Source: an optimization exercise on an open RTL-to-GDS flow (aim: small area, a short achievable clock period and few clock cycles per item). Production flows keep margins and buffers that such runs may drop.
The RTL was checked by simulation tests, not by an equivalence proof against the original design.

// tea_iter_core
module tea_iter_core (
  input  logic             clk,
  input  logic             rst,
  input  logic             in_valid,
  output logic             in_ready,
  input  logic             in_decrypt,
  input  logic [63:0]      in_v,
  input  logic [127:0]     in_k,
  output logic             out_valid,
  input  logic             out_ready,
  output logic [63:0]      out_v,
  output logic             out_decrypt
);
Settings: LEC_CHECK=0, CAP_MARGIN=20, CORE_MARGIN=2, CORE_UTILIZATION=40, CTS_BUF_LIST=sky130_fd_sc_hd__clkbuf_16, CTS_CLUSTER_DIAMETER=100, CTS_CLUSTER_SIZE=20, SLEW_MARGIN=20, TNS_END_PERCENT=0; clock period 12.0 ns.
standard.sh (not shown) runs the stock make flow with config.mk's settings and CLKGATE_MAP_FILE= SYNTH_SCRIPT=/design/flow/synth_recipe.tcl, a recipe that flattens the netlist after the stock synthesis.
==> flow/flow/run.sh <==
#!/bin/bash
# Layout flow: the standard flow with three changes.
# - Synthesis is the standard synthesis (synth_recipe.tcl and ORFS's
#   synth.tcl, unchanged, so the registers are the same) except that the
#   final ABC mapping uses flow/abc_tea.script: one delay-oriented &nf
#   mapping with pin permutation, instead of ORFS's five rounds of
#   restructuring, which leaves a smaller netlist at the same speed.
# - Plain buf_1 cells as the port buffers (every port is still buffered).
# - A larger setup margin for ORFS's timing repair, so that repair works
#   towards the period the design can reach instead of stopping at 12 ns.
set -euo pipefail
W=$(pwd)
sed 's|^  log_cmd abc {\*}\$abc_args$|  set abc_args [lreplace $abc_args 1 1 $::env(TEA_ABC_SCRIPT)]\n  log_cmd abc {*}$abc_args|' \
  "$FLOW_HOME/scripts/synth.tcl" > "$W/tea_synth.tcl"
grep -q TEA_ABC_SCRIPT "$W/tea_synth.tcl"
sed "s|source \$::env(SCRIPTS_DIR)/synth.tcl|source $W/tea_synth.tcl|" \
  "$W/synth_recipe.tcl" > "$W/tea_synth_recipe.tcl"
grep -q tea_synth.tcl "$W/tea_synth_recipe.tcl"
export TEA_ABC_SCRIPT="$W/flow/abc_tea.script"
bash standard.sh "BUFFER_PORTS_ARGS=-buffer_cell sky130_fd_sc_hd__buf_1" \
  SETUP_SLACK_MARGIN=6.8 "SYNTH_SCRIPT=$W/tea_synth_recipe.tcl" finish > standard.log 2>&1
==> flow/flow/abc_tea.script <==
&get -n
&st
&dch -f
&nf -p
&put
buffer -c
topo
stime -c
upsize -c
dnsize -c
Testbench counts at the start, summed over its fixed seeds: cycles 25,324, items 384.
==> next run, changes <==
--- a/flow/flow/run.sh
+++ b/flow/flow/run.sh
@@ -19,3 +19,3 @@
 export TEA_ABC_SCRIPT="$W/flow/abc_tea.script"
 bash standard.sh "BUFFER_PORTS_ARGS=-buffer_cell sky130_fd_sc_hd__buf_1" \
-  SETUP_SLACK_MARGIN=6.8 "SYNTH_SCRIPT=$W/tea_synth_recipe.tcl" finish > standard.log 2>&1
+  SETUP_SLACK_MARGIN=6.6 "SYNTH_SCRIPT=$W/tea_synth_recipe.tcl" finish > standard.log 2>&1
What happened: Sequential share of layout area is higher by 0.45 points; clock-buffer cell count is unchanged; setup slack is worse by 0.025 ns; cell area is lower slightly.

* * *

The RTL this note starts from:
==> flow/design.v <==
module tea_iter_core (
  input  logic             clk,
  input  logic             rst,
  input  logic             in_valid,
  output logic             in_ready,
  input  logic             in_decrypt,
  input  logic [63:0]      in_v,
  input  logic [127:0]     in_k,
  output logic             out_valid,
  input  logic             out_ready,
  output logic [63:0]      out_v,
  output logic             out_decrypt
);
  localparam logic [31:0] DELTA        = 32'h9E3779B9;
  localparam logic [31:0] NEG_DELTA    = 32'h61C88647;   
  localparam logic [31:0] SUM_DEC_INIT = 32'hC6EF3720;   
  function automatic logic [31:0] add32(input logic [31:0] x, input logic [31:0] y,
                                        input logic cin);
    logic [31:0] g, p, gg, pp, gn, pn;
    g  = x & y;
    p  = x ^ y;
    gg = g;
    pp = p;
    gg[0] = g[0] | (p[0] & cin);
    for (int l = 0; l < 5; l++) begin
      gn = gg;
      pn = pp;
      for (int i = 0; i < 32; i++) begin
        if ((i >> l) & 1) begin
          gn[i] = gg[i] | (pp[i] & gg[((i >> l) << l) - 1]);
          pn[i] = pp[i] & pp[((i >> l) << l) - 1];
        end
      end
      gg = gn;
      pp = pn;
    end
    add32 = p ^ {gg[30:0], cin};
  endfunction
  logic         run_q;       
  logic         sw_q;        
  logic         fin_q;       
  logic         done_q;      
  logic         idle_q;      
  logic [31:0]  a_q, b_q, sum_q;
  logic [63:0]  kx_q, ky_q;
  logic         dec_q;
  logic         ph_q;        
  logic         in_rdy, accept;
  logic         step, last;
  logic [31:0]  f, b_step;
  assign f = add32(b_q << 4, kx_q[63:32], 1'b0) ^ add32(b_q, sum_q, 1'b0)
           ^ add32(b_q >> 5, kx_q[31:0], 1'b0);
  logic [31:0] f_st;
  logic        d_st;
  assign f_st   = f & {32{~sw_q}};
  assign d_st   = dec_q & ~sw_q;
  assign b_step = add32(a_q ^ {32{d_st}}, f_st, 1'b0) ^ {32{d_st}};
  assign step = run_q & ~sw_q;
  assign last = ph_q & (dec_q ? (sum_q[12] & sum_q[16] & sum_q[28])
                              : (sum_q[5] & ~sum_q[27]));
  assign in_rdy      = idle_q | (done_q & out_ready);
  assign accept      = in_valid & in_rdy;
  assign in_ready    = in_rdy & ~rst;
  assign out_valid   = done_q;
  assign out_v       = {a_q, b_q};
  assign out_decrypt = dec_q;
  always_ff @(posedge clk) begin
    if (rst) begin
      run_q  <= 1'b0;
      done_q <= 1'b0;
      idle_q <= 1'b1;
    end else if (accept) begin
      run_q  <= 1'b1;
      done_q <= 1'b0;
      idle_q <= 1'b0;
    end else if (run_q) begin
      if (sw_q ? fin_q : (last & ~dec_q)) begin
        run_q  <= 1'b0;
        done_q <= 1'b1;
      end
    end else if (out_ready) begin
      done_q <= 1'b0;
      idle_q <= 1'b1;
    end
  end
  always_ff @(posedge clk) begin
    if (accept) begin
      sw_q  <= in_decrypt;
      fin_q <= 1'b0;
    end else if (run_q) begin
      if (sw_q) sw_q <= 1'b0;
      else if (last) begin
        sw_q  <= 1'b1;
        fin_q <= 1'b1;
      end
    end
  end
  always_ff @(posedge clk) begin
    if (run_q) begin
      kx_q <= ~ky_q;
      ky_q <= ~kx_q;
      if (step) ph_q <= ~ph_q;
      sum_q <= sum_q + ((dec_q ? NEG_DELTA : DELTA) & {32{step & ph_q}});
    end else begin
      kx_q  <= in_k[63:0];
      ky_q  <= ~in_k[127:64];
      ph_q  <= 1'b0;
      sum_q <= in_decrypt ? SUM_DEC_INIT : DELTA;
    end
  end
  always_ff @(posedge clk) begin
    if (run_q) begin
      a_q <= b_q;
      b_q <= b_step;
    end else if (accept) begin
      a_q   <= in_v[63:32];
      b_q   <= in_v[31:0];
      dec_q <= in_decrypt;
    end
  end
endmodule
export LEC_CHECK = 0
export CAP_MARGIN = 20
export CORE_MARGIN = 2
export CORE_UTILIZATION = 40
export CTS_BUF_LIST = sky130_fd_sc_hd__clkbuf_16
export CTS_CLUSTER_DIAMETER = 100
export CTS_CLUSTER_SIZE = 20
export SLEW_MARGIN = 20
export TNS_END_PERCENT = 0
create_clock -name core_clock -period 12.0 [get_ports {clk}]
==> flow/flow/run.sh <==
#!/bin/bash
# Layout flow: the standard flow with three changes.
# - Synthesis is the standard synthesis (synth_recipe.tcl and ORFS's
#   synth.tcl, unchanged, so the registers are the same) except that the
#   final ABC mapping uses flow/abc_tea.script: one delay-oriented &nf
#   mapping with pin permutation, instead of ORFS's five rounds of
#   restructuring, which leaves a smaller netlist at the same speed.
# - Plain buf_1 cells as the port buffers (every port is still buffered).
# - A larger setup margin for ORFS's timing repair, so that repair works
#   towards the period the design can reach instead of stopping at 12 ns.
set -euo pipefail
W=$(pwd)
sed 's|^  log_cmd abc {\*}\$abc_args$|  set abc_args [lreplace $abc_args 1 1 $::env(TEA_ABC_SCRIPT)]\n  log_cmd abc {*}$abc_args|' \
  "$FLOW_HOME/scripts/synth.tcl" > "$W/tea_synth.tcl"
grep -q TEA_ABC_SCRIPT "$W/tea_synth.tcl"
sed "s|source \$::env(SCRIPTS_DIR)/synth.tcl|source $W/tea_synth.tcl|" \
  "$W/synth_recipe.tcl" > "$W/tea_synth_recipe.tcl"
grep -q tea_synth.tcl "$W/tea_synth_recipe.tcl"
export TEA_ABC_SCRIPT="$W/flow/abc_tea.script"
bash standard.sh "BUFFER_PORTS_ARGS=-buffer_cell sky130_fd_sc_hd__buf_1" \
  SETUP_SLACK_MARGIN=6.5 "SYNTH_SCRIPT=$W/tea_synth_recipe.tcl" finish > standard.log 2>&1
Scripts as last shown in full above: flow/flow/abc_tea.script
The first run passed the timing, design-rule and antenna checks.
Testbench counts at the start, summed over its fixed seeds: cycles 25,324, items 384.
Next try:
--- a/flow/flow/run.sh
+++ b/flow/flow/run.sh
@@ -20,2 +20,2 @@
 bash standard.sh "BUFFER_PORTS_ARGS=-buffer_cell sky130_fd_sc_hd__buf_1" \
-  SETUP_SLACK_MARGIN=6.5 "SYNTH_SCRIPT=$W/tea_synth_recipe.tcl" finish > standard.log 2>&1
+  SETUP_SLACK_MARGIN=6.8 "SYNTH_SCRIPT=$W/tea_synth_recipe.tcl" finish > standard.log 2>&1
What happened:
- cell area rises by 1.8%
- count of clock-buffer cells in the layout is unchanged
- final cell count rises by 0.92%
- routed wire length rises by about 0.9%
- utilization went up by 0.83 points
- register-to-register slack improved by 0.18 ns
- die area stays the same
- via count grows by 0.98%
- synthesized area is unchanged
Next try:
--- a/flow/flow/run.sh
+++ b/flow/flow/run.sh
@@ -20,2 +20,2 @@
 bash standard.sh "BUFFER_PORTS_ARGS=-buffer_cell sky130_fd_sc_hd__buf_1" \
-  SETUP_SLACK_MARGIN=6.8 "SYNTH_SCRIPT=$W/tea_synth_recipe.tcl" finish > standard.log 2>&1
+  SETUP_SLACK_MARGIN=6.4 "SYNTH_SCRIPT=$W/tea_synth_recipe.tcl" finish > standard.log 2>&1
Via count falls by 1.0%.
Cell area falls by about 2%.
Synthesized area does not change.
Final cell count falls by 1.1%.
Non-clock buffer count falls by 25.
Setup slack degrades by 0.035 ns.
Die area stays the same.
Count of clock-buffer cells in the layout is unchanged.
Next try:
--- a/flow/flow/run.sh
+++ b/flow/flow/run.sh
@@ -20,2 +20,2 @@
 bash standard.sh "BUFFER_PORTS_ARGS=-buffer_cell sky130_fd_sc_hd__buf_1" \
-  SETUP_SLACK_MARGIN=6.4 "SYNTH_SCRIPT=$W/tea_synth_recipe.tcl" finish > standard.log 2>&1
+  SETUP_SLACK_MARGIN=6.6 "SYNTH_SCRIPT=$W/tea_synth_recipe.tcl" finish > standard.log 2>&1
Design area rises slightly.
Fmax hardly moves.
First-iteration DRC count goes down by a few percent.
Sequential cell count is unchanged.
Setup slack hardly moves.
Cell count hardly moves.
Global-route usage is about the same.
Area after synthesis is unchanged.
Count of clock-buffer cells in the layout does not change.

[what the ideal ports hide]
No port has a modelled driver above. Below, the same layouts with a new extraction and two added sets of constraints.
Step 1, drivers: a clkbuf_16 drives clk and a buf_2 each remaining input, both assumed.
Step 2 times the ports against the registers' clock, not the clock port: input delays grow and output delays shrink by t, the midpoint of the rising clock arrivals with the driver on.
a / b / c = no drivers / after step 1 / after step 2; a / b = the first two.
run	t (ns)	slack for setup (ns)	worst slew at a driven data input, ns	pins driven straight from the clock port
the first run of note 1	0.562	6.779 / 6.749 / 6.749	0.14	1
the second run of note 1	0.560	6.754 / 6.734 / 6.734	0.14	1
the first run of note 2	0.565	6.771 / 6.752 / 6.752	0.06	1
the second run of note 2	0.567	6.806 / 6.786 / 6.786	0.06	1
the third run of note 2	0.567	6.771 / 6.751 / 6.751	0.07	1
the fourth run of note 2	0.564	6.771 / 6.752 / 6.752	0.07	1
After both steps every run listed still meets setup and hold. For the first run of note 1, which loses most, drivers alone change the setup slack by -0.030 ns; drivers and shift together by -0.030 ns.
